Background: an optimization exercise with open tools, aiming at a short achievable clock period and few clock cycles. Do not read the settings as production practice. At most, simulation tests tie the RTL to the original design; equivalence was not proved. No functional check of the RTL was part of run 2. Power is estimated from default activity; no workload was simulated.

**config.mk**
```make
export PLATFORM = sky130hd
export DESIGN_NAME = mipsPipeCore
export DESIGN_NICKNAME = mipsPipeCore
export VERILOG_FILES = /design/flow/design.v
export SDC_FILE = /design/flow/constraint.sdc
export NUM_CORES = 4
export LEC_CHECK = 0
export ABC_CLOCK_PERIOD_IN_PS = 2500
export CAP_MARGIN = 20
export CELL_PAD_IN_SITES_DETAIL_PLACEMENT = 1
export CELL_PAD_IN_SITES_GLOBAL_PLACEMENT = 2
export CORE_MARGIN = 2
export CORE_UTILIZATION = 40
export PLACE_DENSITY = 0.6
export SETUP_SLACK_MARGIN = 5
export SLEW_MARGIN = 20
export TNS_END_PERCENT = 100
```
**constraint.sdc**
```tcl
create_clock -name core_clock -period 8.5 [get_ports {Clk}]
set_input_delay 1.7000 -clock core_clock [delete_from_list [all_inputs] [get_ports {Clk}]]
set_output_delay 1.7000 -clock core_clock [all_outputs]
set_load 0.01 [all_outputs]
```
**design.v**
```verilog
package mipsPkg;
	typedef logic [31:0] dataT;     
	typedef logic [4:0]  regAddrT;  
	localparam logic [5:0] opRtype = 6'b000000;
	localparam logic [5:0] opBeq   = 6'b000100;
	localparam logic [5:0] opLw    = 6'b100011;
	localparam logic [5:0] opSw    = 6'b101011;
	localparam logic [5:0] fnAdd = 6'b100000;
	localparam logic [5:0] fnSub = 6'b100010;
	localparam logic [5:0] fnAnd = 6'b100100;
	localparam logic [5:0] fnOr  = 6'b100101;
	localparam logic [5:0] fnSlt = 6'b101010;
endpackage
`timescale 1ns/1ps
module regFile
(
	input  logic    Clk,
	input  logic    arstN,
	input  mipsPkg::regAddrT rdAddrA,
	input  mipsPkg::regAddrT rdAddrB,
	input  logic    wrEn,
	input  mipsPkg::regAddrT wrAddr,
	input  mipsPkg::dataT    wrData,
	output mipsPkg::dataT    rdDataA,
	output mipsPkg::dataT    rdDataB
);
	mipsPkg::dataT regs [32];
	function automatic mipsPkg::dataT readPort(mipsPkg::regAddrT addr);
		if (addr == '0)
			readPort = '0;
		else if (wrEn && wrAddr == addr)
			readPort = wrData;
		else
			readPort = regs[addr];
	endfunction
	always_ff @(posedge Clk or negedge arstN)
	begin
		if (!arstN)
		begin
			for (int i = 0; i < 32; i++)
				regs[i] <= '0;
		end
		else if (wrEn && wrAddr != '0)
			regs[wrAddr] <= wrData;
	end
	assign rdDataA = readPort(rdAddrA);
	assign rdDataB = readPort(rdAddrB);
endmodule
`timescale 1ns/1ps
module hazardUnit
(
	input  mipsPkg::regAddrT rs,
	input  mipsPkg::regAddrT rt,
	input  logic    exRegWrite,
	input  logic    exMemRead,
	input  mipsPkg::regAddrT exDest,
	output logic    fwdAAlu,
	output logic    fwdALoad,
	output logic    fwdBAlu,
	output logic    fwdBLoad
);
	logic hitA;
	logic hitB;
	assign hitA = exRegWrite && exDest == rs;
	assign hitB = exRegWrite && exDest == rt;
	assign fwdAAlu  = hitA && !exMemRead;
	assign fwdALoad = hitA && exMemRead;
	assign fwdBAlu  = hitB && !exMemRead;
	assign fwdBLoad = hitB && exMemRead;
endmodule
`timescale 1ns/1ps
module fetchStage
(
	input  logic    Clk,
	input  logic    arstN,
	input  mipsPkg::dataT    imemData,
	input  logic    predTaken,
	input  logic    redirect,
	input  mipsPkg::dataT    redirectPc,
	output mipsPkg::dataT    imemAddr,
	output mipsPkg::dataT    altPc       
);
	mipsPkg::dataT pc;
	mipsPkg::dataT pcPlus4;
	mipsPkg::dataT target;
	mipsPkg::dataT nextPc;
	logic [18:0]   lowSum;
	logic [13:0]   hiBase;
	logic [13:0]   hiInc;
	logic [13:0]   hiDec;
	assign imemAddr = pc;
	assign pcPlus4  = pc + 32'd4;
	assign lowSum = {1'b0, pcPlus4[17:0]} + {1'b0, imemData[15:0], 2'b00};
	assign hiBase = pcPlus4[31:18];
	assign hiInc  = hiBase + 14'd1;
	assign hiDec  = hiBase - 14'd1;
	always_comb
	begin
		case ({imemData[15], lowSum[18]})
			2'b01:   target[31:18] = hiInc;
			2'b10:   target[31:18] = hiDec;
			default: target[31:18] = hiBase;
		endcase
		target[17:0] = lowSum[17:0];
	end
	assign altPc  = predTaken ? pcPlus4 : target;
	assign nextPc = redirect ? redirectPc : (predTaken ? target : pcPlus4);
	always_ff @(posedge Clk or negedge arstN)
	begin
		if (!arstN)
			pc <= '0;
		else
			pc <= nextPc;
	end
endmodule
`timescale 1ns/1ps
module decodeStage
(
	input  mipsPkg::dataT    instr,
	output logic    isBeq,
	output logic    predTaken,  
	output logic    regWrite,   
	output logic    memRead,
	output logic    memWrite,
	output mipsPkg::regAddrT dest,
	output logic    useImm,
	output logic    selAdd,     
	output logic    selSub,
	output logic    selAnd,
	output logic    selOr,
	output logic    selSlt
);
	logic [5:0] op;
	logic [5:0] fn;
	logic isR;
	assign op  = instr[31:26];
	assign fn  = instr[5:0];
	assign isR = op == mipsPkg::opRtype;
	assign isBeq     = op == mipsPkg::opBeq;
	assign predTaken = isBeq && (instr[25:21] == instr[20:16] || instr[15]);
	assign memRead   = op == mipsPkg::opLw;
	assign memWrite  = op == mipsPkg::opSw;
	assign useImm    = memRead || memWrite;
	assign selAdd = useImm || (isR && fn == mipsPkg::fnAdd);
	assign selSub = isR && fn == mipsPkg::fnSub;
	assign selAnd = isR && fn == mipsPkg::fnAnd;
	assign selOr  = isR && fn == mipsPkg::fnOr;
	assign selSlt = isR && fn == mipsPkg::fnSlt;
	assign dest     = isR ? instr[15:11] : instr[20:16];
	assign regWrite = dest != '0 && (memRead || (isR && (selAdd || selSub || selAnd || selOr || selSlt)));
endmodule
`timescale 1ns/1ps
module executeStage
(
	input  logic    Clk,
	input  logic    arstN,
	input  mipsPkg::dataT    feA,
	input  mipsPkg::dataT    feB,
	input  mipsPkg::dataT    feImm,
	input  mipsPkg::regAddrT feDest,
	input  logic    feRegWrite,
	input  logic    feMemRead,
	input  logic    feMemWrite,
	input  logic    feIsBeq,
	input  logic    fePredTaken,
	input  logic    feUseImm,
	input  logic    feSelAdd,
	input  logic    feSelSub,
	input  logic    feSelAnd,
	input  logic    feSelOr,
	input  logic    feSelSlt,
	input  logic    feFwdAAlu,
	input  logic    feFwdALoad,
	input  logic    feFwdBAlu,
	input  logic    feFwdBLoad,
	input  mipsPkg::dataT    dmemRdata,
	output logic    mispredict,
	output mipsPkg::dataT    emResult,
	output mipsPkg::dataT    emAddr,
	output mipsPkg::dataT    emStoreData,
	output mipsPkg::regAddrT emDest,
	output logic    emRegWrite,
	output logic    emMemRead,
	output logic    emMemWrite
);
	mipsPkg::dataT opA;
	mipsPkg::dataT opB;
	mipsPkg::dataT addB;
	mipsPkg::dataT sumRes;
	mipsPkg::dataT subRes;
	mipsPkg::dataT aluResult;
	logic          lessThan;
	assign opA = feFwdALoad ? dmemRdata : (feFwdAAlu ? emResult : feA);
	assign opB = feFwdBLoad ? dmemRdata : (feFwdBAlu ? emResult : feB);
	assign addB   = feUseImm ? feImm : opB;
	assign sumRes = opA + addB;
	assign subRes = opA - opB;
	assign lessThan = (opA[31] != opB[31]) ? opA[31] : subRes[31];
	always_comb
	begin
		aluResult = '0;
		if (feSelAdd) aluResult = aluResult | sumRes;
		if (feSelSub) aluResult = aluResult | subRes;
		if (feSelAnd) aluResult = aluResult | (opA & opB);
		if (feSelOr)  aluResult = aluResult | (opA | opB);
		if (feSelSlt) aluResult = aluResult | {31'b0, lessThan};
	end
	assign mispredict = feIsBeq && ((opA == opB) != fePredTaken);
	always_ff @(posedge Clk or negedge arstN)
	begin
		if (!arstN)
		begin
			emRegWrite <= 1'b0;
			emMemRead  <= 1'b0;
			emMemWrite <= 1'b0;
		end
		else
		begin
			emRegWrite <= feRegWrite;
			emMemRead  <= feMemRead;
			emMemWrite <= feMemWrite;
		end
	end
	always_ff @(posedge Clk)
	begin
		emResult    <= aluResult;
		emStoreData <= opB;
		emDest      <= feDest;
		if (feMemRead || feMemWrite)
			emAddr <= sumRes;  
	end
endmodule
`timescale 1ns/1ps
module memWbStage
(
	input  logic    Clk,
	input  logic    arstN,
	input  mipsPkg::dataT    emResult,
	input  mipsPkg::dataT    emAddr,
	input  mipsPkg::dataT    emStoreData,
	input  mipsPkg::regAddrT emDest,
	input  logic    emRegWrite,
	input  logic    emMemRead,
	input  logic    emMemWrite,
	input  mipsPkg::dataT    dmemRdata,
	output mipsPkg::dataT    dmemAddr,
	output mipsPkg::dataT    dmemWdata,
	output logic    dmemWe,
	output mipsPkg::dataT    memValue,   
	output logic    wbEn,
	output mipsPkg::regAddrT wbReg,
	output mipsPkg::dataT    wbData
);
	assign dmemAddr  = emAddr;
	assign dmemWdata = emStoreData;
	assign dmemWe    = emMemWrite;
	assign memValue  = emMemRead ? dmemRdata : emResult;
	always_ff @(posedge Clk or negedge arstN)
	begin
		if (!arstN)
			wbEn <= 1'b0;
		else
			wbEn <= emRegWrite;
	end
	always_ff @(posedge Clk)
	begin
		wbReg  <= emDest;
		wbData <= memValue;
	end
endmodule
`timescale 1ns/1ps
module mipsPipeCore
#(
	parameter mipsPkg::dataT ResetPc = '0
)
(
	input  logic    Clk,
	input  logic    arstN,
	output mipsPkg::dataT    imemAddr,
	input  mipsPkg::dataT    imemData,
	output mipsPkg::dataT    dmemAddr,
	output mipsPkg::dataT    dmemWdata,
	output logic    dmemWe,
	input  mipsPkg::dataT    dmemRdata,
	output logic    wbEn,
	output mipsPkg::regAddrT wbReg,
	output mipsPkg::dataT    wbData
);
	logic    dIsBeq;
	logic    dPredTaken;
	logic    dRegWrite;
	logic    dMemRead;
	logic    dMemWrite;
	mipsPkg::regAddrT dDest;
	logic    dUseImm;
	logic    dSelAdd;
	logic    dSelSub;
	logic    dSelAnd;
	logic    dSelOr;
	logic    dSelSlt;
	mipsPkg::dataT    rdDataA;
	mipsPkg::dataT    rdDataB;
	mipsPkg::dataT    altPc;
	logic    dFwdAAlu;
	logic    dFwdALoad;
	logic    dFwdBAlu;
	logic    dFwdBLoad;
	mipsPkg::dataT    feA;
	mipsPkg::dataT    feB;
	mipsPkg::dataT    feImm;
	mipsPkg::dataT    feAltPc;
	mipsPkg::regAddrT feDest;
	logic    feRegWrite;
	logic    feMemRead;
	logic    feMemWrite;
	logic    feIsBeq;
	logic    fePredTaken;
	logic    feUseImm;
	logic    feSelAdd;
	logic    feSelSub;
	logic    feSelAnd;
	logic    feSelOr;
	logic    feSelSlt;
	logic    feFwdAAlu;
	logic    feFwdALoad;
	logic    feFwdBAlu;
	logic    feFwdBLoad;
	logic    mispredict;
	mipsPkg::dataT    emResult;
	mipsPkg::dataT    emAddr;
	mipsPkg::dataT    emStoreData;
	mipsPkg::regAddrT emDest;
	logic    emRegWrite;
	logic    emMemRead;
	logic    emMemWrite;
	mipsPkg::dataT    memValue;
	decodeStage decodeStage_i
	(
		.instr     (imemData),
		.isBeq     (dIsBeq),
		.predTaken (dPredTaken),
		.regWrite  (dRegWrite),
		.memRead   (dMemRead),
		.memWrite  (dMemWrite),
		.dest      (dDest),
		.useImm    (dUseImm),
		.selAdd    (dSelAdd),
		.selSub    (dSelSub),
		.selAnd    (dSelAnd),
		.selOr     (dSelOr),
		.selSlt    (dSelSlt)
	);
	fetchStage fetchStage_i
	(
		.Clk        (Clk),
		.arstN      (arstN),
		.imemData   (imemData),
		.predTaken  (dPredTaken),
		.redirect   (mispredict),
		.redirectPc (feAltPc),
		.imemAddr   (imemAddr),
		.altPc      (altPc)
	);
	regFile regFile_i
	(
		.Clk     (Clk),
		.arstN   (arstN),
		.rdAddrA (imemData[25:21]),
		.rdAddrB (imemData[20:16]),
		.wrEn    (emRegWrite),
		.wrAddr  (emDest),
		.wrData  (memValue),
		.rdDataA (rdDataA),
		.rdDataB (rdDataB)
	);
	hazardUnit hazardUnit_i
	(
		.rs         (imemData[25:21]),
		.rt         (imemData[20:16]),
		.exRegWrite (feRegWrite),
		.exMemRead  (feMemRead),
		.exDest     (feDest),
		.fwdAAlu    (dFwdAAlu),
		.fwdALoad   (dFwdALoad),
		.fwdBAlu    (dFwdBAlu),
		.fwdBLoad   (dFwdBLoad)
	);
	always_ff @(posedge Clk or negedge arstN)
	begin
		if (!arstN)
		begin
			feRegWrite  <= 1'b0;
			feMemRead   <= 1'b0;
			feMemWrite  <= 1'b0;
			feIsBeq     <= 1'b0;
		end
		else
		begin
			feRegWrite  <= dRegWrite && !mispredict;
			feMemRead   <= dMemRead && !mispredict;
			feMemWrite  <= dMemWrite && !mispredict;
			feIsBeq     <= dIsBeq && !mispredict;
		end
	end
	always_ff @(posedge Clk)
	begin
		feA         <= rdDataA;
		feB         <= rdDataB;
		feImm       <= {{16{imemData[15]}}, imemData[15:0]};
		feAltPc     <= altPc;
		feDest      <= dDest;
		fePredTaken <= dPredTaken;
		feUseImm    <= dUseImm;
		feSelAdd    <= dSelAdd;
		feSelSub    <= dSelSub;
		feSelAnd    <= dSelAnd;
		feSelOr     <= dSelOr;
		feSelSlt    <= dSelSlt;
		feFwdAAlu   <= dFwdAAlu;
		feFwdALoad  <= dFwdALoad;
		feFwdBAlu   <= dFwdBAlu;
		feFwdBLoad  <= dFwdBLoad;
	end
	executeStage executeStage_i
	(
		.Clk         (Clk),
		.arstN       (arstN),
		.feA         (feA),
		.feB         (feB),
		.feImm       (feImm),
		.feDest      (feDest),
		.feRegWrite  (feRegWrite),
		.feMemRead   (feMemRead),
		.feMemWrite  (feMemWrite),
		.feIsBeq     (feIsBeq),
		.fePredTaken (fePredTaken),
		.feUseImm    (feUseImm),
		.feSelAdd    (feSelAdd),
		.feSelSub    (feSelSub),
		.feSelAnd    (feSelAnd),
		.feSelOr     (feSelOr),
		.feSelSlt    (feSelSlt),
		.feFwdAAlu   (feFwdAAlu),
		.feFwdALoad  (feFwdALoad),
		.feFwdBAlu   (feFwdBAlu),
		.feFwdBLoad  (feFwdBLoad),
		.dmemRdata   (dmemRdata),
		.mispredict  (mispredict),
		.emResult    (emResult),
		.emAddr      (emAddr),
		.emStoreData (emStoreData),
		.emDest      (emDest),
		.emRegWrite  (emRegWrite),
		.emMemRead   (emMemRead),
		.emMemWrite  (emMemWrite)
	);
	memWbStage memWbStage_i
	(
		.Clk         (Clk),
		.arstN       (arstN),
		.emResult    (emResult),
		.emAddr      (emAddr),
		.emStoreData (emStoreData),
		.emDest      (emDest),
		.emRegWrite  (emRegWrite),
		.emMemRead   (emMemRead),
		.emMemWrite  (emMemWrite),
		.dmemRdata   (dmemRdata),
		.dmemAddr    (dmemAddr),
		.dmemWdata   (dmemWdata),
		.dmemWe      (dmemWe),
		.memValue    (memValue),
		.wbEn        (wbEn),
		.wbReg       (wbReg),
		.wbData      (wbData)
	);
endmodule
```
**run.sh**
```bash
#!/bin/bash
# synth_recipe.tcl (not shown) runs the flow's synth.tcl, then flattens the netlist and writes it again
# the make line also repeats each setting of config.mk as NAME=value (left out here)
make -C /OpenROAD-flow-scripts/flow DESIGN_CONFIG=/design/flow/config.mk WORK_HOME=/design/flow/orfs CLKGATE_MAP_FILE= SYNTH_SCRIPT=/design/flow/synth_recipe.tcl finish
```
==> impl_summary.log, run 1 <==
[metrics] run status: complete, but fails checks
[metrics] violated layout checks: max-capacitance violations, max-slew violations
[metrics] WHS Endpoint: executeStage_i.emMemWrite
[metrics] synth-to-layout area growth: 30.6%
[metrics] Total Power Consumption: just under 20 mW
[metrics] setup slack on the worst flop-to-flop path: around 3.4 ns
[metrics] total die area: approximately 0.16 sq mm
[metrics] required time at the worst-slack endpoint: about 9.2 ns
[metrics] core area: approximately 0.16 sq mm
[metrics] DR WL/cell: 38.3 um
[metrics] final period demand of the worst path: approximately 5.4 ns
[metrics] wire length of the first global-routing pass: 499000 um
[metrics] most common library cell in the layout ignoring fill and taps: dfrtp_1
[metrics] total congestion overflow after global routing: 0
[metrics] slew at the pin closest to its max-slew limit: ~1.6 ns
[metrics] synthesized cell area: 0.0635 sq mm
[metrics] worst vdd ir: between 150 and 200 uV
[metrics] P per Cell Area: 234 mW/mm^2
[metrics] effective utilization at floorplan: about two fifths
[metrics] overall global routing resource usage: 43.4%
[metrics] Netlist cell types: 94
[metrics] Yosys reg bits: 1298
[metrics] DP HPWL: around 210000 um
[metrics] Clock Sink Count: 1298
[metrics] highest cell delay on the worst timing path: 0.35 ns
[metrics] share of final-layout standard cells stronger than drive strength 1: between 20% and 30%
[metrics] final critical-path share of the clock period: a little over three fifths
[metrics] number of filler instances in the final layout: 17244
[metrics] Total Negative Setup Slacks: 0 ns
[metrics] proportion of synthesized flip-flops having asynchronous set or reset: roughly 80%
[metrics] cell type with the highest occurrence count on the critical path: o21ai_2
[metrics] leading register cell type out of synthesis: dfrtp_1
[metrics] share of the yosys chip area belonging to registers: just under 50%
[metrics] Max Clock Skew: 0.0264 ns
[metrics] DRT antenna net count: 0
[metrics] synthesis warning total: 6
[metrics] pre-CTS setup slack: ~1.3 ns
[metrics] master cell of the clock root buffer: clkbuf_16
[metrics] worst setup path category: in2reg
[metrics] number of nets in the final layout: about 7700
[metrics] vias post-DR: 64949
[metrics] nets in the synthesized netlist: around 7200
[metrics] hold buffers post-CTS: 0
[metrics] Hold Crit Start: feMemWrite
[metrics] leakage power: around 33 nW
[metrics] maximum capacitance violations: 1
[metrics] unrepaired setup endpoints after global routing: true
[metrics] number of design rule violations left after detail routing: 0
[metrics] largest fanout on the critical path: 4
[metrics] maximum clock path buffer count: 3
[metrics] Reg2Reg Launch Point: fetchStage_i.pc[2]
[metrics] kind of capture point of the worst setup path: flip-flop
[metrics] number of search-and-repair iterations in the first detailed-routing pass: 9
[metrics] total clock buffers created by CTS: 152
[metrics] die extent in y: 402 um
[metrics] worst hold path type: reg2reg
[metrics] Clock H-tree levels: 4
[metrics] number of global-route vias before repair: about 64000
[metrics] number of setup violations in the final report: 0
[metrics] utilization after layout: approximately 52%
[metrics] count of mapped cells out of synthesis: between 7000 and 8000
[metrics] fmax: ~190 MHz
[metrics] startpoint class of the critical path: input pin
[metrics] number of buffers added on ports: 200
[metrics] clock latency of the later-clocked register in the worst-skew pair: 0.82 ns
[metrics] count of final hold-check violations: 0
[metrics] data arrival time of the critical path: just over 6 ns
[metrics] cell area after layout: a little over 0.08 sq mm
[metrics] number of standard-cell rows in the floorplan: 146
[metrics] Critical R2R Capture: fetchStage_i.pc[29]
[metrics] CTS tree: yes
[metrics] die width: between 400 and 500 um
[metrics] clk slew on worst S/H paths: around 0.060 ns
[metrics] highest-count cells in the layout ignoring fill and taps: 1014 x dfrtp_1, 876 x nor2_1, 790 x a21oi_1
[metrics] placed cell area: 0.0697 sq mm
[metrics] ports placed on the boundary: between 200 and 250
[metrics] number of enable-type register cells in the synthesized netlist: 32
[metrics] RD Place Congestion: approximately 0.94
[metrics] Final Slew Violations: 14
[metrics] maximum number of pins on one net before global-route repair: ~150
[metrics] count of cells along the worst register-to-register path: 31
[metrics] Worst path slowest cell: fa_2
[metrics] PnR worst setup slack: approximately 3.1 ns
[metrics] Avg Vias per Cell: a little under 7
[metrics] total routed wirelength: between 300000 and 400000 um
[metrics] number of antenna violations at the first check in global routing: 18
[metrics] Mapped Avg Cell Area: between 9 and 10 sq um
[metrics] relative slew slack: -6.77%
[metrics] Worst Hold Depth: 0
[metrics] number of DRC markers after the initial detailed-route iteration: between 9000 and 10000
[worst max-delay path: cells and delay by family]
kind                       cells  cell delay [ns]
AOI/OAI and AO/OA             15             2.17
adders and majority gates      3             0.66
buffers and inverters          6             0.67
muxes                          1             0.24
and+or+nand+nor                5             0.59
[per-layer routing]
| layer | part of all wire [%] | wire length, um | vias up | track usage [%] |
|---|---|---|---|---|
| met3 | 11 | 41800 | 1365 | 11.6 |
| met4 | 7.6 | 28000 | 16 | 27.3 |
| li1 | - | - | 26286 | - |
| met5 | 0.027 | 99 | - | 0 |
| met1 | 39 | 143000 | 32926 | 57.0 |
| met2 | 42 | 156000 | 4356 | 63.5 |
[cell families after synthesis]
group	synth area share (%)
adder cells (fa/ha/maj)	3.10
multiplexers	1.89
AO/OA/AOI/OAI	24.5
buffers and inverters	4.45
XOR/XNOR	2.09
AND/OR/NAND/NOR	14.3
flip-flops	49.6
[report_power, final]
group          switching, mW  internal, mW
registers              0.314          6.61
logic                   3.06          2.37
clock network           2.89          4.12
total                   6.27          13.1
[area by class of cell]
class	count	area, sq um	area share (%)
repair buffers	844	8460	10.2
flip-flops and latches	1298	31500	38.0
inverters	159	628	0.758
clock buffers	216	4490	5.42
well taps	2072	2590	3.13
clock inverters	63	756	0.912
multi-input cells	4989	34400	41.5
diodes	8	20.0	0.0242
[cells in the mapped netlist (23+ instances only)]
| master | n | share of area, % |
|---|---|---|
| nand4_1 | 154 | 1.5 |
| o21ai_0 | 508 | 4.0 |
| nor2_1 | 981 | 5.8 |
| xnor2_1 | 84 | 1.2 |
| ha_1 | 151 | 3.0 |
| o21a_1 | 42 | 0.50 |
| nand2_1 | 559 | 3.3 |
| nor4_1 | 49 | 0.48 |
| a21o_1 | 23 | 0.27 |
| dfrtp_1 | 1032 | 41 |
| inv_1 | 158 | 0.93 |
| dfxtp_1 | 234 | 7.4 |
| xor2_1 | 62 | 0.86 |
| a22o_1 | 130 | 1.8 |
| a221oi_1 | 134 | 1.8 |
| a222oi_1 | 65 | 1.0 |
| edfxtp_1 | 32 | 1.5 |
| a22oi_1 | 573 | 6.8 |
| nor3_1 | 126 | 0.99 |
| a21oi_1 | 875 | 6.9 |
| clkbuf_1 | 530 | 3.1 |
| mux2i_1 | 105 | 1.7 |
| nand3_1 | 119 | 0.94 |
| buf_1 | 57 | 0.34 |
[sequential cells by signal, indices dropped and copies added (netlist names), 16 cells and up]
register                    flops
executeStage_i.emAddr          32
executeStage_i.emResult        32
executeStage_i.emStoreData     32
feA                            32
feAltPc                        32
feB                            32
feImm                          16
fetchStage_i.pc                32
memWbStage_i.wbData            32
regFile_i.regs                992
[stage by stage]
step / cells / hold slack [ns]
final: 9649 / 0.383
after global routing: 9641 / 0.404
after floorplan: 7024 / 0.329
after detailed placement: 8930 / 0.381
after CTS: 9508 / 0.386
after global placement: 8923 / 0.355
[how the worst max path moves through the flow]
stage | cells after the start | startpoint | slack (ns) | end
after floorplan | 28 | imemData[0] | 2.85 | fetchStage_i.pc[30]
after global placement | 27 | imemData[0] | 1.28 | fetchStage_i.pc[30]
after detailed placement | 27 | imemData[0] | 1.27 | fetchStage_i.pc[30]
after CTS | 29 | imemData[0] | 3.23 | fetchStage_i.pc[29]
after global routing | 30 | imemData[0] | 3.03 | fetchStage_i.pc[29]
final | 30 | imemData[0] | 3.14 | fetchStage_i.pc[29]
[repair_timing]
item,4_1_cts,5_1_grt
gates resized for setup,696,374
setup endpoints to repair,278,278
cloned,13,9
setup buffers,286,116
pin swaps,227,246
Testbench counts, summed over its fixed seeds: cycles 23,359.
==> inputs of run 2 (changes only) <==
--- a/design.v
+++ b/design.v
@@ -18,31 +18,39 @@
 	input  logic    arstN,
 	input  mipsPkg::regAddrT rdAddrA,
 	input  mipsPkg::regAddrT rdAddrB,
-	input  logic    wrEn,
+	input  logic    wrEn,       
 	input  mipsPkg::regAddrT wrAddr,
 	input  mipsPkg::dataT    wrData,
 	output mipsPkg::dataT    rdDataA,
 	output mipsPkg::dataT    rdDataB
 );
 	mipsPkg::dataT regs [32];
-	function automatic mipsPkg::dataT readPort(mipsPkg::regAddrT addr);
-		if (addr == '0)
-			readPort = '0;
-		else if (wrEn && wrAddr == addr)
-			readPort = wrData;
-		else
-			readPort = regs[addr];
-	endfunction
+	logic [31:0]   valid;
+	logic [31:0]   wrSel;
+	assign wrSel = wrEn ? (32'd1 << wrAddr) : '0;
 	always_ff @(posedge Clk or negedge arstN)
 	begin
 		if (!arstN)
+			valid[31:1] <= '0;
+		else
+			valid[31:1] <= valid[31:1] | wrSel[31:1];
+	end
+	assign valid[0] = 1'b0;
+	assign regs[0] = '0;
+	for (genvar r = 1; r < 32; r++)
+	begin : gReg
+		always_ff @(posedge Clk)
 		begin
-			for (int i = 0; i < 32; i++)
-				regs[i] <= '0;
+			if (wrSel[r])
+				regs[r] <= wrData;
 		end
-		else if (wrEn && wrAddr != '0)
-			regs[wrAddr] <= wrData;
 	end
+	function automatic mipsPkg::dataT readPort(mipsPkg::regAddrT addr);
+		if (wrEn && wrAddr == addr)
+			readPort = wrData;
+		else
+			readPort = regs[addr] & {32{valid[addr]}};
+	endfunction
 	assign rdDataA = readPort(rdAddrA);
 	assign rdDataB = readPort(rdAddrB);
 endmodule
@@ -84,27 +92,46 @@
 	mipsPkg::dataT pcPlus4;
 	mipsPkg::dataT target;
 	mipsPkg::dataT nextPc;
-	logic [18:0]   lowSum;
+	logic [15:0]   lowSum;
+	logic          lowCarry;
+	logic          takeTgt;
+	mipsPkg::dataT otherPc;
 	logic [13:0]   hiBase;
 	logic [13:0]   hiInc;
 	logic [13:0]   hiDec;
+	function automatic logic [13:0] incr14(logic [13:0] x);
+		logic [13:0] allOnes;
+		allOnes[0] = 1'b1;
+		for (int i = 1; i < 14; i++)
+			allOnes[i] = allOnes[i-1] & x[i-1];
+		incr14 = x ^ allOnes;
+	endfunction
 	assign imemAddr = pc;
 	assign pcPlus4  = pc + 32'd4;
-	assign lowSum = {1'b0, pcPlus4[17:0]} + {1'b0, imemData[15:0], 2'b00};
+	ksAdder #(.W(16)) lowAdd
+	(
+		.a    (pcPlus4[17:2]),
+		.b    (imemData[15:0]),
+		.cin  (1'b0),
+		.sum  (lowSum),
+		.cout (lowCarry)
+	);
 	assign hiBase = pcPlus4[31:18];
-	assign hiInc  = hiBase + 14'd1;
-	assign hiDec  = hiBase - 14'd1;
+	assign hiInc  = incr14(hiBase);
+	assign hiDec  = ~incr14(~hiBase);  
 	always_comb
 	begin
-		case ({imemData[15], lowSum[18]})
+		case ({imemData[15], lowCarry})
 			2'b01:   target[31:18] = hiInc;
 			2'b10:   target[31:18] = hiDec;
 			default: target[31:18] = hiBase;
 		endcase
-		target[17:0] = lowSum[17:0];
+		target[17:0] = {lowSum, pcPlus4[1:0]};
 	end
-	assign altPc  = predTaken ? pcPlus4 : target;
-	assign nextPc = redirect ? redirectPc : (predTaken ? target : pcPlus4);
+	assign altPc     = predTaken ? pcPlus4 : target;
+	assign takeTgt   = predTaken && !redirect;
+	assign otherPc   = redirect ? redirectPc : pcPlus4;
+	assign nextPc    = takeTgt ? target : otherPc;
 	always_ff @(posedge Clk or negedge arstN)
 	begin
 		if (!arstN)
@@ -150,6 +177,47 @@
 	assign regWrite = dest != '0 && (memRead || (isR && (selAdd || selSub || selAnd || selOr || selSlt)));
 endmodule
 `timescale 1ns/1ps
+module ksAdder
+#(
+	parameter int W = 32
+)
+(
+	input  logic [W-1:0] a,
+	input  logic [W-1:0] b,
+	input  logic         cin,
+	output logic [W-1:0] sum,
+	output logic         cout
+);
+	localparam int L = $clog2(W);
+	logic [W-1:0] g [L+1];
+	logic [W-1:0] p [L+1];
+	logic [W-1:0] t;
+	assign t = a ^ b;
+	always_comb
+	begin
+		g[0] = a & b;
+		p[0] = a | b;
+		g[0][0] = g[0][0] | (p[0][0] & cin);
+		for (int l = 0; l < L; l++)
+		begin
+			for (int j = 0; j < W; j++)
+			begin
+				if (j >= (1 << l))
+				begin
+					g[l+1][j] = g[l][j] | (p[l][j] & g[l][j - (1 << l)]);
+					p[l+1][j] = p[l][j] & p[l][j - (1 << l)];
+				end
+				else
+				begin
+					g[l+1][j] = g[l][j];
+					p[l+1][j] = p[l][j];
+				end
+			end
+		end
+	end
+	assign sum  = t ^ {g[L][W-2:0], cin};
+	assign cout = g[L][W-1];
+endmodule
 module executeStage
 (
 	input  logic    Clk,
@@ -189,22 +257,20 @@
 	mipsPkg::dataT sumRes;
 	mipsPkg::dataT subRes;
 	mipsPkg::dataT aluResult;
+	logic          sumCout;
+	logic          subCout;
 	logic          lessThan;
 	assign opA = feFwdALoad ? dmemRdata : (feFwdAAlu ? emResult : feA);
 	assign opB = feFwdBLoad ? dmemRdata : (feFwdBAlu ? emResult : feB);
-	assign addB   = feUseImm ? feImm : opB;
-	assign sumRes = opA + addB;
-	assign subRes = opA - opB;
+	assign addB = feUseImm ? feImm : opB;
+	ksAdder #(.W(32)) addU (.a(opA), .b(addB), .cin(1'b0), .sum(sumRes), .cout(sumCout));
+	ksAdder #(.W(32)) subU (.a(opA), .b(~opB), .cin(1'b1), .sum(subRes), .cout(subCout));
 	assign lessThan = (opA[31] != opB[31]) ? opA[31] : subRes[31];
-	always_comb
-	begin
-		aluResult = '0;
-		if (feSelAdd) aluResult = aluResult | sumRes;
-		if (feSelSub) aluResult = aluResult | subRes;
-		if (feSelAnd) aluResult = aluResult | (opA & opB);
-		if (feSelOr)  aluResult = aluResult | (opA | opB);
-		if (feSelSlt) aluResult = aluResult | {31'b0, lessThan};
-	end
+	assign aluResult = ({32{feSelAdd}} & sumRes)
+	                 | ({32{feSelSub}} & subRes)
+	                 | ({32{feSelAnd}} & (opA & opB))
+	                 | ({32{feSelOr}}  & (opA | opB))
+	                 | {31'b0, feSelSlt & lessThan};
 	assign mispredict = feIsBeq && ((opA == opB) != fePredTaken);
 	always_ff @(posedge Clk or negedge arstN)
 	begin
==> flow/run.sh (new file) <==
#!/bin/bash
# Own layout flow: the standard ORFS layout, with two synthesis changes that
# leave the registers as the standard synthesis makes them:
#  - no full/half adder extraction (ADDER_MAP_FILE empty), which turns the
#    design's prefix adders back into ripple chains;
#  - ABC maps for delay (map -D) instead of the area-recovering default script.
# Each tool's output is kept in the logs under orfs/logs and in the *.log here.
set -euo pipefail
WORK=$(pwd)
rm -rf "$WORK/scripts_mod"
cp -r "$FLOW_HOME/scripts" "$WORK/scripts_mod"
cp "$WORK/flow/abc_speed.script" "$WORK/scripts_mod/abc_speed.script"
bash standard.sh SCRIPTS_DIR="$WORK/scripts_mod" ADDER_MAP_FILE= synth > "$WORK/flow_synth.log" 2>&1
bash standard.sh SCRIPTS_DIR="$WORK/scripts_mod" ADDER_MAP_FILE= finish > "$WORK/flow_layout.log" 2>&1
test -s "$WORK/out/final.def"
==> flow/abc_speed.script (new file) <==
strash
dch -f
map -D 10
topo
buffer -c
upsize -c
dnsize -c
==> standard.sh (new file) <==
#!/bin/bash
# synth_recipe.tcl (not shown) runs the flow's synth.tcl, then flattens the netlist and writes it again
# the make line also repeats each setting of config.mk as NAME=value (left out here)
make -C /OpenROAD-flow-scripts/flow DESIGN_CONFIG=/design/flow/config.mk WORK_HOME=/design/flow/orfs CLKGATE_MAP_FILE= SYNTH_SCRIPT=/design/flow/synth_recipe.tcl "${@:-finish}"
removed: run.sh
==> impl_summary.log, run 2 <==
[metrics] highest-count cells in the layout ignoring fill and taps: 1024 x edfxtp_1, 890 x nand2_1, 538 x inv_1
[metrics] die extent in y: 404 um (+0.37%)
[metrics] CTS tree: yes
[metrics] total routed wirelength: 361000 um (-2.3%)
[metrics] maximum number of pins on one net before global-route repair: 67 (-56%)
[metrics] synthesis warning total: 13 (+7)
[metrics] number of setup violations in the final report: 0 (unchanged)
[metrics] relative slew slack: 15.5% (+22 points)
[metrics] maximum clock path buffer count: 3 (unchanged)
[metrics] placed instance count: 8415 (-5.8%)
[metrics] ports placed on the boundary: 201 (unchanged)
[metrics] most common library cell in the layout ignoring fill and taps: edfxtp_1
[metrics] number of antenna violations at the first check in global routing: 30 (+12)
[metrics] share of final-layout standard cells stronger than drive strength 1: 21.6% (-0.46 points)
[metrics] Total Negative Setup Slacks: 0 ns (unchanged)
[metrics] Clock H-tree levels: 4 (unchanged)
[metrics] run status: timing/DRC/antenna clean
[metrics] number of search-and-repair iterations in the first detailed-routing pass: 8 (-1)
[metrics] Clock Sink Count: 1329 (+2.4%)
[metrics] synth-to-layout area growth: 27.5%
[metrics] final critical-path share of the clock period: 43.4% (-20 points)
[metrics] Mapped Avg Cell Area: 10.2 sq um (+13%)
[metrics] count of final hold-check violations: 0 (unchanged)
[metrics] vias post-DR: 61218 (-5.7%)
[metrics] DR WL/cell: 39.9 um (+4.3%)
[metrics] P per Cell Area: 206 mW/mm^2 (-12%)
[metrics] worst vdd ir: 199 uV (+11%)
[metrics] nets in the synthesized netlist: 6310 (-13%)
[metrics] number of DRC markers after the initial detailed-route iteration: 9174 (-0.13%)
[metrics] met3 wirelength from detailed routing: 45200 um (+8.2%)
[metrics] die width: 404 um (+0.37%)
[metrics] routed length on met1: 138000 um (-3.8%)
[metrics] Yosys reg bits: 1329 (+2.4%)
[metrics] total die area: 0.163 sq mm (+0.74%)
[metrics] cell type with the highest aggregate area in the netlist: edfxtp_1
[metrics] worst hold path type: reg2reg
[metrics] unrepaired setup endpoints after global routing: true
[metrics] DRT antenna net count: 0 (unchanged)
[metrics] total congestion overflow after global routing: 0 (unchanged)
[metrics] effective utilization at floorplan: 40.3% (+0.16 points)
[metrics] leakage power: 30.5 nW (-7.4%)
[metrics] fmax: 271 MHz (+45%)
[metrics] RD Place Congestion: 0.966 (+2.3%)
[metrics] top cell types by occurrence after synthesis: 1024 x edfxtp_1, 1000 x nand2_1, 611 x inv_1
[metrics] clock latency of the later-clocked register in the worst-skew pair: 0.84 ns (+0.02 ns)
[metrics] register ranked first by flip-flop count: regFile_i.regs
[metrics] final period demand of the worst path: 3.69 ns (-1.67 ns)
[metrics] max layer used: met5
[metrics] number of design rule violations left after detail routing: 0 (unchanged)
[metrics] kind of capture point of the worst setup path: flip-flop
[metrics] startpoint class of the critical path: input pin
[metrics] worst setup path category: in2reg
[metrics] Avg Vias per Cell: 6.77 (+0.64%)
[metrics] DP HPWL: 230000 um (+8.8%)
[metrics] maximum capacitance violations: 0 (-1)
[metrics] proportion of synthesized flip-flops having asynchronous set or reset: 5.34% (-74 points)
[metrics] routed length on met2: 152000 um (-2.6%)
[metrics] overall global routing resource usage: 42.5% (-0.99 points)
[metrics] total clock buffers created by CTS: 152 (unchanged)
[metrics] share of the yosys chip area belonging to registers: 58.2% (+8.6 points)
[metrics] number of buffers added on ports: 200 (unchanged)
[metrics] clk slew on worst S/H paths: 0.06 ns (about the same)
[metrics] Final Slew Violations: 0 (-14)
[metrics] count of mapped cells out of synthesis: 6244 (-11%)
[metrics] main area contributors after synthesis: edfxtp_1 48%, dfxtp_1 7.3%, a22oi_1 6.2%, nand2_1 5.9%, inv_1 3.6%
[metrics] leading register cell type out of synthesis: edfxtp_1
[metrics] required time at the worst-slack endpoint: 9.23 ns (+0.04 ns)
[metrics] largest fanout on the critical path: 13 (+9)
[metrics] flip-flop count of the largest register, all copies and words added: 992 (unchanged)
[metrics] Max Clock Skew: 0.0724 ns (+0.0460 ns)
[metrics] master cell of the clock root buffer: clkbuf_16
[metrics] most common cell in the netlist: edfxtp_1
[metrics] wire length of the first global-routing pass: 480000 um (-3.7%)
[metrics] number of standard-cell rows in the floorplan: 146 (unchanged)
[metrics] data arrival time of the critical path: 4.42 ns (-1.63 ns)
[metrics] slew at the pin closest to its max-slew limit: 1.27 ns (-0.332 ns)
[metrics] core area: 0.159 sq mm (+0.35%)
[metrics] Netlist cell types: 83 (-12%)
[metrics] number of enable-type register cells in the synthesized netlist: 1024 (+3100%)
[metrics] number of global-route vias before repair: 59171 (-6.9%)
[metrics] fraction of post-synthesis cell area in the top cell type by area: 48.1% (+7.4 points)
[metrics] utilization after layout: 51.4% (-1.1 points)
[metrics] non-filler cells, final: 9037 (-6.3%)
[metrics] synthesized cell area: 0.0639 sq mm (+0.75%)
[metrics] number of nets in the final layout: 6887 (-10%)
## run 2: changes by cell type in the layout (fill, tap and decap cells not counted), moves of 365 or more
cell and change:
a21oi_1 -644, dfrtp_1 -966, edfxtp_1 +992, inv_1 +394, nand2_1 +365, nor2_1 -586
## run 2: timing repair
item	CTS	global route
pin swaps	71	118
resized for setup	668	380
cloned	11	8
setup endpoints to repair	231	161
buffers inserted	174	124
hold buffers	0	0
## run 2: final timing paths
check / slack (ns) / endpoint / cells after the start / from
setup / recovery: 4.81 / feA[6] / 9 / imemData[25]
hold / removal: 0.33 / executeStage_i.emDest[1] / 0 / feDest[1]
setup reg to reg: 5.02 / executeStage_i.emResult[28] / 13 / feFwdBLoad
hold reg to reg: 0.33 / executeStage_i.emDest[1] / 0 / feDest[1]
max in group asynchronous: 6.55 / executeStage_i.emMemRead / 2 / arstN
min in group asynchronous: 0.85 / fetchStage_i.pc[12] / 1 / arstN
## run 2: worst max-delay path, stage by stage
cell and delay [ns]:
buf_4 0.14, bufbuf_16 0.29, nand3_1 0.12, buf_6 0.26, clkinvlp_4 0.24, buf_4 0.24
a221oi_1 0.97, nand4_1 0.20, a22o_1 0.23
## run 2: where the power goes
part	switching, mW	total, mW	leakage [nW]	internal [mW]
combinational	1.89	2.87	16.0	0.982
clock	2.95	6.68	2.42	3.73
sequential	0.141	7.26	12.0	7.12
total	4.98	16.8	30.5	11.8
## run 2: through the flow
stage	worst slack (ns)	total power [mW]	hold slack (ns)	instance area (sq um)
global route	4.91	17.2	0.326	81500
detailed placement	2.17	9.80	0.343	69800
CTS	4.82	16.6	0.318	78800
floorplan	4.98	8.79	0.329	64200
finish	4.81	16.8	0.326	81500
global placement	2.08	9.77	0.342	69600
## run 2: final cells by class
cell class | count | area (sq um)
fill | 16774 | 77100
sequential | 1329 | 37300
multi-input combinational | 4010 | 26800
timing repair buffer | 691 | 7070
clock buffer | 207 | 4160
inverter | 637 | 2720
tap | 2072 | 2590
clock inverter | 72 | 842
antenna | 19 | 47.5
## run 2: cell families (layout without fill, tap and decap cells)
group                     Yosys count  after routing  synth area share [%]
AOI/OAI and AO/OA                1821           1821                  20.4
DFF                              1329           1329                  58.2
xor gates and xnor gates           36             36                 0.493
buffers and inverters             911           1607                  5.67
and+or+nand+nor                  2146           2152                  15.2
other                               0             19                     0
muxes                               1              1                0.0157
## run 2: per-layer routing
metal  global-route usage, %  vias to the layer above
met4                    24.3                       30
met2                    61.7                     4435
met5                       0                        -
li1                        -                    24742
met1                    56.8                    30967
met3                    11.8                     1044
==> inputs of run 3 (changes only) <==
--- a/design.v
+++ b/design.v
@@ -1,6 +1,7 @@
 package mipsPkg;
 	typedef logic [31:0] dataT;     
 	typedef logic [4:0]  regAddrT;  
+	localparam int PredBits = 8;  
 	localparam logic [5:0] opRtype = 6'b000000;
 	localparam logic [5:0] opBeq   = 6'b000100;
 	localparam logic [5:0] opLw    = 6'b100011;
@@ -85,6 +86,11 @@
 	input  logic    predTaken,
 	input  logic    redirect,
 	input  mipsPkg::dataT    redirectPc,
+	input  logic    updEn,       
+	input  logic [mipsPkg::PredBits-1:0] updIdx,
+	input  logic    updTaken,
+	output logic    dynTaken,
+	output logic [mipsPkg::PredBits-1:0] pcIdx,
 	output mipsPkg::dataT    imemAddr,
 	output mipsPkg::dataT    altPc       
 );
@@ -139,12 +145,24 @@
 		else
 			pc <= nextPc;
 	end
+	logic [(1 << mipsPkg::PredBits)-1:0] lastTaken;
+	assign pcIdx    = pc[mipsPkg::PredBits+1:2];
+	assign dynTaken = lastTaken[pcIdx];
+	always_ff @(posedge Clk or negedge arstN)
+	begin
+		if (!arstN)
+			lastTaken <= '0;
+		else if (updEn)
+			lastTaken[updIdx] <= updTaken;
+	end
 endmodule
 `timescale 1ns/1ps
 module decodeStage
 (
 	input  mipsPkg::dataT    instr,
+	input  logic    dynTaken,   
 	output logic    isBeq,
+	output logic    isCond,     
 	output logic    predTaken,  
 	output logic    regWrite,   
 	output logic    memRead,
@@ -164,7 +182,8 @@
 	assign fn  = instr[5:0];
 	assign isR = op == mipsPkg::opRtype;
 	assign isBeq     = op == mipsPkg::opBeq;
-	assign predTaken = isBeq && (instr[25:21] == instr[20:16] || instr[15]);
+	assign isCond    = isBeq && instr[25:21] != instr[20:16] && !instr[15];
+	assign predTaken = isBeq && (instr[25:21] == instr[20:16] || instr[15] || dynTaken);
 	assign memRead   = op == mipsPkg::opLw;
 	assign memWrite  = op == mipsPkg::opSw;
 	assign useImm    = memRead || memWrite;
@@ -188,7 +207,7 @@
 	output logic [W-1:0] sum,
 	output logic         cout
 );
-	localparam int L = $clog2(W);
+	localparam int L = (W > 16) ? 5 : (W > 8) ? 4 : (W > 4) ? 3 : (W > 2) ? 2 : 1;  
 	logic [W-1:0] g [L+1];
 	logic [W-1:0] p [L+1];
 	logic [W-1:0] t;
@@ -243,6 +262,7 @@
 	input  logic    feFwdBLoad,
 	input  mipsPkg::dataT    dmemRdata,
 	output logic    mispredict,
+	output logic    brEqual,
 	output mipsPkg::dataT    emResult,
 	output mipsPkg::dataT    emAddr,
 	output mipsPkg::dataT    emStoreData,
@@ -271,7 +291,8 @@
 	                 | ({32{feSelAnd}} & (opA & opB))
 	                 | ({32{feSelOr}}  & (opA | opB))
 	                 | {31'b0, feSelSlt & lessThan};
-	assign mispredict = feIsBeq && ((opA == opB) != fePredTaken);
+	assign brEqual    = opA == opB;
+	assign mispredict = feIsBeq && (brEqual != fePredTaken);
 	always_ff @(posedge Clk or negedge arstN)
 	begin
 		if (!arstN)
@@ -353,6 +374,9 @@
 	output mipsPkg::dataT    wbData
 );
 	logic    dIsBeq;
+	logic    dIsCond;
+	logic    dynTaken;
+	logic [mipsPkg::PredBits-1:0] pcIdx;
 	logic    dPredTaken;
 	logic    dRegWrite;
 	logic    dMemRead;
@@ -380,6 +404,8 @@
 	logic    feMemRead;
 	logic    feMemWrite;
 	logic    feIsBeq;
+	logic    feIsCond;
+	logic [mipsPkg::PredBits-1:0] fePcIdx;
 	logic    fePredTaken;
 	logic    feUseImm;
 	logic    feSelAdd;
@@ -392,6 +418,10 @@
 	logic    feFwdBAlu;
 	logic    feFwdBLoad;
 	logic    mispredict;
+	logic    brEqual;
+	logic    updEn;
+	logic [mipsPkg::PredBits-1:0] updIdx;
+	logic    updTaken;
 	mipsPkg::dataT    emResult;
 	mipsPkg::dataT    emAddr;
 	mipsPkg::dataT    emStoreData;
@@ -403,7 +433,9 @@
 	decodeStage decodeStage_i
 	(
 		.instr     (imemData),
+		.dynTaken  (dynTaken),
 		.isBeq     (dIsBeq),
+		.isCond    (dIsCond),
 		.predTaken (dPredTaken),
 		.regWrite  (dRegWrite),
 		.memRead   (dMemRead),
@@ -424,6 +456,11 @@
 		.predTaken  (dPredTaken),
 		.redirect   (mispredict),
 		.redirectPc (feAltPc),
+		.updEn      (updEn),
+		.updIdx     (updIdx),
+		.updTaken   (updTaken),
+		.dynTaken   (dynTaken),
+		.pcIdx      (pcIdx),
 		.imemAddr   (imemAddr),
 		.altPc      (altPc)
 	);
@@ -459,6 +496,7 @@
 			feMemRead   <= 1'b0;
 			feMemWrite  <= 1'b0;
 			feIsBeq     <= 1'b0;
+			feIsCond    <= 1'b0;
 		end
 		else
 		begin
@@ -466,6 +504,7 @@
 			feMemRead   <= dMemRead && !mispredict;
 			feMemWrite  <= dMemWrite && !mispredict;
 			feIsBeq     <= dIsBeq && !mispredict;
+			feIsCond    <= dIsCond && !mispredict;
 		end
 	end
 	always_ff @(posedge Clk)
@@ -474,6 +513,7 @@
 		feB         <= rdDataB;
 		feImm       <= {{16{imemData[15]}}, imemData[15:0]};
 		feAltPc     <= altPc;
+		fePcIdx     <= pcIdx;
 		feDest      <= dDest;
 		fePredTaken <= dPredTaken;
 		feUseImm    <= dUseImm;
@@ -512,6 +552,7 @@
 		.feFwdBLoad  (feFwdBLoad),
 		.dmemRdata   (dmemRdata),
 		.mispredict  (mispredict),
+		.brEqual     (brEqual),
 		.emResult    (emResult),
 		.emAddr      (emAddr),
 		.emStoreData (emStoreData),
@@ -520,6 +561,18 @@
 		.emMemRead   (emMemRead),
 		.emMemWrite  (emMemWrite)
 	);
+	always_ff @(posedge Clk or negedge arstN)
+	begin
+		if (!arstN)
+			updEn <= 1'b0;
+		else
+			updEn <= feIsCond;
+	end
+	always_ff @(posedge Clk)
+	begin
+		updIdx   <= fePcIdx;
+		updTaken <= brEqual;
+	end
 	memWbStage memWbStage_i
 	(
 		.Clk         (Clk),
==> impl_summary.log, run 3 <==
[metrics] total clock buffers created by CTS: 181 (+19%)
[metrics] number of standard-cell rows in the floorplan: 163 (+12%)
[metrics] Yosys reg bits: 1604 (+21%)
[metrics] total routed wirelength: 423000 um (+17%)
[metrics] routed length on met2: 185000 um (+22%)
[metrics] PnR worst setup slack: 4.59 ns (-0.221 ns)
[metrics] number of design rule violations left after detail routing: 0 (unchanged)
[metrics] ports placed on the boundary: 201 (unchanged)
[metrics] cell type with the highest aggregate area in the netlist: edfxtp_1
[metrics] DR WL/cell: 36.4 um (-8.9%)
[metrics] wire length of the first global-routing pass: 579000 um (+20%)
[metrics] maximum number of pins on one net before global-route repair: 137 (+100%)
[metrics] synth-to-layout area growth: 24.3%
[metrics] worst setup path category: in2reg
[metrics] number of antenna violations at the first check in global routing: 24 (-20%)
[metrics] overall global routing resource usage: 40.7% (-1.7 points)
[metrics] P per Cell Area: 235 mW/mm^2 (+14%)
[metrics] final period demand of the worst path: 3.91 ns (+0.221 ns)
[metrics] die extent in y: 448 um (+11%)
[metrics] effective utilization at floorplan: 40.1% (-0.19 points)
[metrics] placed cell area: 0.0851 sq mm (+22%)
[metrics] hold slack final: 0.326 ns (-0.000403 ns)
[metrics] biggest registers after layout: regFile_i.regs: 992 flops, fetchStage_i.lastTaken: 256 flops
[metrics] required time at the worst-slack endpoint: 9.19 ns (-0.04 ns)
[metrics] slew at the pin closest to its max-slew limit: 1.19 ns (-0.0773 ns)
[metrics] Max Clock Skew: 0.0973 ns (+0.0249 ns)
[metrics] WHS Endpoint: updIdx[0]
[metrics] max layer used: met5
[metrics] vias post-DR: 76870 (+26%)
[metrics] largest fanout on the critical path: 21 (+8)
[metrics] number of setup violations in the final report: 0 (unchanged)
[metrics] final critical-path share of the clock period: 46.0% (+2.6 points)
[metrics] most common library cell in the layout ignoring fill and taps: nand2_1
[metrics] RD Place Congestion: 1.01 (+4.2%)
[metrics] core area: 0.197 sq mm (+24%)
[metrics] count of final hold-check violations: 0 (unchanged)
[metrics] number of filler instances in the final layout: 21493 (+28%)
[metrics] number of search-and-repair iterations in the first detailed-routing pass: 6 (-2)
[metrics] total congestion overflow after global routing: 0 (unchanged)
[metrics] count of cells along the worst register-to-register path: 15 (+2)
[metrics] top cell types by occurrence after synthesis: 1352 x nand2_1, 1024 x edfxtp_1, 696 x o21ai_0
[metrics] main area contributors after synthesis: edfxtp_1 39%, dfrtp_1 10%, nand2_1 6.4%, dfxtp_1 6.4%, a22oi_1 5.2%
[metrics] DP HPWL: 276000 um (+20%)
[metrics] synthesis warning total: 13 (unchanged)
[metrics] run status: timing/DRC/antenna clean
[metrics] maximum clock path buffer count: 3 (unchanged)
[metrics] Clock Sink Count: 1604 (+21%)
[metrics] proportion of synthesized flip-flops having asynchronous set or reset: 20.5% (+15 points)
[metrics] share of the yosys chip area belonging to registers: 55.7% (-2.5 points)
[metrics] Avg Vias per Cell: 6.62 (-2.3%)
[metrics] number of global-route vias before repair: 74579 (+26%)
[metrics] Hold Crit Start: fePcIdx[0]
[metrics] number of nets in the final layout: 8877 (+29%)
[metrics] unrepaired setup endpoints after global routing: true
[metrics] worst vdd ir: 220 uV (+11%)
[metrics] Final Slew Violations: 0 (unchanged)
[metrics] share of final-layout standard cells stronger than drive strength 1: 18.5% (-3.0 points)
[metrics] clk slew on worst S/H paths: 0.06 ns (about the same)
[metrics] fmax: 256 MHz (-5.7%)
[metrics] number of DRC markers after the initial detailed-route iteration: 10103 (+10%)
[metrics] placed instance count: 10933 (+30%)
[metrics] non-filler cells, final: 11620 (+29%)
[metrics] maximum capacitance violations: 0 (unchanged)
[metrics] worst hold path type: reg2reg
[metrics] data arrival time of the critical path: 4.60 ns (+0.18 ns)
[metrics] kind of capture point of the worst setup path: flip-flop
[metrics] Mapped Avg Cell Area: 9.48 sq um (-7.5%)
[metrics] flip-flop count of the largest register, all copies and words added: 992 (unchanged)
[metrics] setup slack on the worst flop-to-flop path: 5.00 ns (-0.02 ns)
[metrics] highest-count cells in the layout ignoring fill and taps: 1241 x nand2_1, 1024 x edfxtp_1, 666 x o21ai_0
[metrics] Netlist cell types: 82 (-1.2%)
[metrics] met3 wirelength from detailed routing: 39600 um (-12%)
[metrics] routed length on met1: 167000 um (+21%)
[metrics] Reg2Reg Launch Point: fetchStage_i.pc[3]
[metrics] count of mapped cells out of synthesis: 8335 (+33%)
[metrics] leakage power: 37.1 nW (+22%)
[metrics] clock latency of the later-clocked register in the worst-skew pair: 0.89 ns (+0.05 ns)
[metrics] most common cell in the netlist: nand2_1
[metrics] Critical R2R Capture: fetchStage_i.pc[28]
[metrics] CTS tree: yes
[metrics] total die area: 0.201 sq mm (+23%)
[metrics] fraction of post-synthesis cell area in the top cell type by area: 38.9% (-9.2 points)
[metrics] nets in the synthesized netlist: 8401 (+33%)
[metrics] register ranked first by flip-flop count: regFile_i.regs
[metrics] Clock H-tree levels: 4 (unchanged)
[metrics] Worst Hold Depth: 0 (unchanged)
[metrics] startpoint class of the critical path: input pin
[metrics] Total Negative Setup Slacks: 0 ns (unchanged)
[metrics] die width: 448 um (+11%)
[metrics] synthesized cell area: 0.0790 sq mm (+24%)
[metrics] number of buffers added on ports: 200 (unchanged)
[metrics] cell area after layout: 0.0982 sq mm (+20%)
[metrics] relative slew slack: 20.6% (+5.2 points)
[metrics] leading register cell type out of synthesis: edfxtp_1
[metrics] number of enable-type register cells in the synthesized netlist: 1024 (unchanged)
[metrics] master cell of the clock root buffer: clkbuf_16
[metrics] DRT antenna net count: 0 (unchanged)
[metrics] pre-CTS setup slack: 1.89 ns (-0.281 ns)
==> run 3: where the power goes <==
part	internal [mW]	switching (mW)	leakage, nW
sequential	8.49	0.225	15.9
combinational	1.75	4.16	18.2
clock	4.86	3.58	3.11
total	15.1	7.97	37.1
==> run 3: through the flow <==
| stage | total power, mW | utilization [%] |
|---|---|---|
| floorplan | 11.7 | - |
| global placement | 13.7 | 43.2 |
| detailed placement | 13.7 | 43.2 |
| CTS | 22.7 | 48.7 |
| global route | 23.7 | 49.9 |
| finish | 23.1 | 49.9 |
==> run 3: per-layer routing <==
layer / global-route usage (%) / up-vias
met3: 7.92 / 1259
met4: 24.9 / 18
met5: 0 / -
li1: - / 31803
met2: 62.1 / 4680
met1: 53.5 / 39110
==> run 3: critical path, stage by stage <==
cell and delay (ns):
buf_16 0.13, clkinv_8 0.08, nand2_8 0.07, buf_4 0.19, nor3_2 0.10, buf_12 0.18, a22o_4 0.27, a221oi_4 0.24
nand4_1 0.36, a2111oi_4 0.61, nand4_1 0.32, a22o_1 0.28
==> run 3: cell families (layout without fill, tap and decap cells) <==
group | count (synthesis) | after routing | synth area share (%)
buffers and inverters | 1147 | 1778 | 5.77
other | 0 | 9 | 0
AND/OR/NAND/NOR | 3070 | 3075 | 17.3
AO/OA/AOI/OAI | 2489 | 2489 | 20.9
flip-flops | 1604 | 1604 | 55.7
XOR/XNOR | 23 | 23 | 0.255
multiplexers | 2 | 2 | 0.0285
==> run 3: cell type report <==
class | count | area [sq um] | area share (%)
Tap cell | 2640 | 3300 | 3.36
Sequential cell | 1604 | 44100 | 44.9
Multi-Input combinational cell | 5589 | 34300 | 34.9
Timing Repair Buffer | 739 | 7210 | 7.34
Antenna cell | 9 | 22.5 | 0.0229
Timing Repair inverter | 3 | 21.3 | 0.0217
Inverter | 693 | 2900 | 2.95
Clock inverter | 92 | 1280 | 1.31
Clock buffer | 251 | 5100 | 5.20
==> run 3: worst max-delay path by stage <==
| stage | from | end | slack, ns | cells after the start |
|---|---|---|---|---|
| 5_1_grt | imemData[17] | feB[4] | 4.72 | 13 |
| 3_3_place_gp | imemData[17] | feB[17] | 1.76 | 11 |
| 3_5_place_dp | imemData[17] | feB[4] | 1.89 | 11 |
| 2_1_floorplan | imemData[18] | feB[14] | 4.97 | 11 |
| 4_1_cts | imemData[16] | feB[4] | 4.79 | 11 |
| 6_report | imemData[17] | feB[17] | 4.59 | 12 |
==> run 3: timing repair <==
item,CTS,global route
endpoints found under the setup margin,469,269
pin swaps,84,98
gates cloned,18,4
buffers inserted,197,112
resized for setup,748,344
hold buffers,0,0
Testbench counts of run 3, summed over its fixed seeds: cycles 22,958.
==> inputs of run 4 (changes only) <==
==> flow/run.sh (replaced) <==
#!/bin/bash
# Own layout flow: the standard ORFS layout, with two synthesis changes that
# leave the registers as the standard synthesis makes them:
#  - no full/half adder extraction (ADDER_MAP_FILE empty), which turns the
#    design's prefix adders back into ripple chains;
#  - ABC maps for delay (map -D) instead of the area-recovering default script.
# And two layout changes:
#  - the port buffers are buf_8 cells rather than the slow delay-cell buffer
#    buffer_ports picks by default;
set -euo pipefail
WORK=$(pwd)
rm -rf "$WORK/scripts_mod"
cp -r "$FLOW_HOME/scripts" "$WORK/scripts_mod"
cp "$WORK/flow/abc_speed.script" "$WORK/scripts_mod/abc_speed.script"
KNOBS=(SCRIPTS_DIR="$WORK/scripts_mod" ADDER_MAP_FILE= "BUFFER_PORTS_ARGS=-buffer_cell sky130_fd_sc_hd__buf_8" SETUP_SLACK_MARGIN=5.8)
bash standard.sh "${KNOBS[@]}" synth > "$WORK/flow_synth.log" 2>&1
bash standard.sh "${KNOBS[@]}" finish > "$WORK/flow_layout.log" 2>&1
test -s "$WORK/out/final.def"
==> impl_summary.log, run 4 <==
[metrics] run status: timing/DRC/antenna clean
[metrics] placed cell area: 0.0874 sq mm (+2.8%)
[metrics] number of standard-cell rows in the floorplan: 163 (unchanged)
[metrics] number of enable-type register cells in the synthesized netlist: 1024 (unchanged)
[metrics] worst hold path type: reg2reg
[metrics] Avg Vias per Cell: 6.85 (+3.5%)
[metrics] P per Cell Area: 218 mW/mm^2 (-7.4%)
[metrics] number of global-route vias before repair: 82683 (+11%)
[metrics] clk slew on worst S/H paths: 0.07 ns (about the same)
[metrics] number of setup violations in the final report: 0 (unchanged)
[metrics] area taken by flip-flops and latches: 0.0442 sq mm (+0.30%)
[metrics] ports placed on the boundary: 201 (unchanged)
[metrics] data arrival time of the critical path: 4.55 ns (-0.05 ns)
[metrics] core area: 0.197 sq mm (unchanged)
[metrics] routed length on met2: 215000 um (+16%)
[metrics] DP HPWL: 272000 um (-1.4%)
[metrics] overall global routing resource usage: 46.2% (+5.4 points)
[metrics] clock latency of the later-clocked register in the worst-skew pair: 0.91 ns (+0.02 ns)
[metrics] fmax: 269 MHz (+5.2%)
[metrics] most common library cell in the layout ignoring fill and taps: nand2_1
[metrics] startpoint class of the critical path: input pin
[metrics] main area contributors after synthesis: edfxtp_1 39%, dfrtp_1 10%, nand2_1 6.4%, dfxtp_1 6.4%, a22oi_1 5.2%
[metrics] register ranked first by flip-flop count: regFile_i.regs
[metrics] maximum clock path buffer count: 3 (unchanged)
[metrics] required time at the worst-slack endpoint: 9.34 ns (+0.15 ns)
[metrics] total die area: 0.201 sq mm (unchanged)
[metrics] flip-flop count of the largest register, all copies and words added: 992 (unchanged)
[metrics] fraction of post-synthesis cell area in the top cell type by area: 38.9% (unchanged)
[metrics] utilization after layout: 59.6% (+9.7 points)
[metrics] slew at the pin closest to its max-slew limit: 1.20 ns (+0.0114 ns)
[metrics] area of the multi-input gates: 0.0410 sq mm (+20%)
[metrics] proportion of synthesized flip-flops having asynchronous set or reset: 20.5% (unchanged)
[metrics] highest-count cells in the layout ignoring fill and taps: 1044 x nand2_1, 1024 x edfxtp_1, 805 x buf_4
[metrics] number of DRC markers after the initial detailed-route iteration: 11671 (+16%)
[metrics] Netlist cell types: 82 (unchanged)
[metrics] unrepaired setup endpoints after global routing: true
[metrics] count of final hold-check violations: 0 (unchanged)
[metrics] maximum capacitance violations: 0 (unchanged)
[metrics] final period demand of the worst path: 3.71 ns (-0.194 ns)
[metrics] synth-to-layout area growth: 48.5%
[metrics] die width: 448 um (unchanged)
[metrics] effective utilization at floorplan: 40.1% (unchanged)
[metrics] nets in the synthesized netlist: 8401 (unchanged)
[metrics] vias post-DR: 85411 (+11%)
[metrics] maximum number of pins on one net before global-route repair: 142 (+3.6%)
[metrics] number of search-and-repair iterations in the first detailed-routing pass: 8 (+2)
[metrics] RD Place Congestion: 0.992 (-1.5%)
[metrics] relative slew slack: 19.9% (-0.76 points)
[metrics] number of nets in the final layout: 9719 (+9.5%)
[metrics] pre-CTS setup slack: 2.97 ns (+1.08 ns)
[metrics] die extent in y: 448 um (unchanged)
[metrics] PnR worst setup slack: 4.79 ns (+0.194 ns)
[metrics] synthesis warning total: 13 (unchanged)
[metrics] cell type with the highest aggregate area in the netlist: edfxtp_1
[metrics] DR WL/cell: 40.0 um (+10%)
[metrics] leakage power: 45.2 nW (+22%)
[metrics] cell area after layout: 0.117 sq mm (+19%)
[metrics] kind of capture point of the worst setup path: flip-flop
[metrics] leading register cell type out of synthesis: edfxtp_1
[metrics] master cell of the clock root buffer: clkbuf_16
[metrics] worst vdd ir: 221 uV (+0.40%)
[metrics] wire length of the first global-routing pass: 650000 um (+12%)
[metrics] hold buffers post-CTS: 0 (unchanged)
[metrics] most common cell in the netlist: nand2_1
[metrics] top cell types by occurrence after synthesis: 1352 x nand2_1, 1024 x edfxtp_1, 696 x o21ai_0
[metrics] met3 wirelength from detailed routing: 57100 um (+44%)
[metrics] Total Negative Setup Slacks: 0 ns (unchanged)
[metrics] Mapped Avg Cell Area: 9.48 sq um (unchanged)
[metrics] worst setup path category: in2reg
[metrics] CTS tree: yes
[metrics] count of mapped cells out of synthesis: 8335 (unchanged)
[metrics] max layer used: met5
[metrics] total routed wirelength: 499000 um (+18%)
[metrics] setup slack on the worst flop-to-flop path: 5.05 ns (+0.05 ns)
[metrics] Clock H-tree levels: 4 (unchanged)
[metrics] biggest registers after layout: regFile_i.regs: 992 flops, fetchStage_i.lastTaken: 256 flops
[metrics] largest fanout on the critical path: 8 (-62%)
[metrics] DRT antenna net count: 0 (unchanged)
[metrics] final critical-path share of the clock period: 43.7% (-2.3 points)
[metrics] total congestion overflow after global routing: 0 (unchanged)
[metrics] Final Slew Violations: 0 (unchanged)
[metrics] Clock Sink Count: 1604 (unchanged)
[metrics] total clock buffers created by CTS: 180 (-0.55%)
[metrics] share of the yosys chip area belonging to registers: 55.7% (unchanged)
[metrics] synthesized cell area: 0.0790 sq mm (unchanged)
[metrics] number of antenna violations at the first check in global routing: 56 (+130%)
[metrics] Yosys reg bits: 1604 (unchanged)
[metrics] Max Clock Skew: 0.104 ns (+0.00657 ns)
[metrics] number of buffers added on ports: 200 (unchanged)
[metrics] share of final-layout standard cells stronger than drive strength 1: 37.0% (+18 points)
[metrics] hold slack final: 0.328 ns (+0.00242 ns)
[metrics] number of filler instances in the final layout: 20204 (-6.0%)
[metrics] number of design rule violations left after detail routing: 0 (unchanged)
[metrics] routed length on met1: 177000 um (+5.9%)
-- run 4: changes by cell type in the layout (fill, tap and decap cells not counted), sizes merged, moves of 17 or more --
cell and change:
buf +975, clkdlybuf4s50 -102, dlygate4sd2 -56, clkinv +23, bufbuf +17, diode +17
-- run 4: stage by stage --
| step | total power, mW | std cells |
|---|---|---|
| 2_1_floorplan | 11.8 | 8335 |
| 3_3_place_gp | 13.9 | 10902 |
| 3_5_place_dp | 14.0 | 10903 |
| 4_1_cts | 24.1 | 12106 |
| 5_1_grt | 26.0 | 12452 |
| 6_report | 25.5 | 12476 |
-- run 4: timing repair --
action                     4_1_cts  5_1_grt
buffers inserted               768      312
pin swaps                      528      525
resized for setup             1963      719
gates cloned                    96       25
setup endpoints to repair     1048     1374
-- run 4: kinds of logic (layout without fill, tap and decap cells) --
family,Yosys count,count (layout),synth area share (%)
compound gates,2489,2494,20.9
xor+xnor,23,23,0.255
buf+inv,1147,2604,5.77
flops,1604,1604,55.7
mux,2,2,0.0285
other cells,0,26,0
simple gates,3070,3083,17.3
-- run 4: worst paths after layout --
| check | from | end | cells past startpoint |
|---|---|---|---|
| worst max-delay path | imemData[17] | feB[6] | 16 |
| worst min-delay path | fePcIdx[2] | updIdx[2] | 0 |
| worst max register to register | feFwdBLoad | fetchStage_i.pc[26] | 15 |
| worst min register to register | fePcIdx[2] | updIdx[2] | 0 |
| max in group asynchronous | arstN | executeStage_i.emMemRead | 2 |
| min in group asynchronous | arstN | fetchStage_i.lastTaken[205] | 1 |
-- run 4: layer usage --
layer  track usage, %  vias up
met4             36.8       32
met5            0.625        -
met2             70.1     6619
met3             12.1     2277
met1             55.5    42875
li1                 -    33608
-- run 4: power by group --
group | switching [mW] | internal [mW] | total (mW)
logic | 5.46 | 3.07 | 8.53
registers | 0.248 | 8.50 | 8.74
clock network | 3.64 | 4.60 | 8.25
-- run 4: final cells by class --
| cell class | count | share of cell area (%) |
|---|---|---|
| flip-flops and latches | 1604 | 37.7 |
| clock inverters | 92 | 0.963 |
| inverters | 693 | 2.94 |
| clock buffers | 247 | 4.24 |
| repair buffers | 1556 | 16.2 |
| well taps | 2640 | 2.82 |
| multi-input cells | 5602 | 34.9 |
| repair inverters | 16 | 0.197 |
| diodes | 26 | 0.0555 |
-- run 4: critical path, cell delays in order --
cell      delay [ns]
buf_16          0.12
clkinv_8        0.07
nor2_4          0.21
buf_8           0.17
buf_4           0.11
buf_6           0.11
buf_4           0.13
buf_6           0.11
a22oi_1         0.12
a21oi_1         0.29
a221oi_2        0.11
a311oi_4        0.52
buf_12          0.24
buf_6           0.14
buf_16          0.17
a22o_1          0.19

## separate check: timing with driven ports
How much do the figures lean on ideal ports? The routed layouts below were timed once more, with nothing changed but the port constraints. Step 1 (the two cells are an assumption about what drives the block):
set clk [get_ports {Clk}]
set_driving_cell -lib_cell sky130_fd_sc_hd__clkbuf_16 $clk
set_driving_cell -lib_cell sky130_fd_sc_hd__buf_2 [delete_from_list [all_inputs] $clk]
Step 2, shift: input delay + t, output delay - t, t = (earliest + latest rising clock arrival at the registers) / 2. This alone moves slack from input paths to output paths. Slacks: ideal / step 1 / step 2; pairs: ideal / step 1.
| run | shift t [ns] | setup slack, ns | clock arrival spread, ns | slew at the worst register clock pin (ns) |
|---|---|---|---|---|
| run 1 | 0.883 | 3.144 / 3.145 / 2.262 | 0.029 / 0.029 | 0.07 / 0.07 |
| run 2 | 0.887 | 4.813 / 4.852 / 3.965 | 0.072 / 0.072 | 0.07 / 0.07 |
| run 3 | 0.941 | 4.591 / 4.596 / 3.655 | 0.098 / 0.098 | 0.07 / 0.07 |
| run 4 | 0.962 | 4.786 / 4.747 / 3.785 | 0.105 / 0.105 | 0.08 / 0.08 |
The setup slack of run 4, which loses most, moves by -0.039 ns with the drivers and by -1.001 ns with both steps.
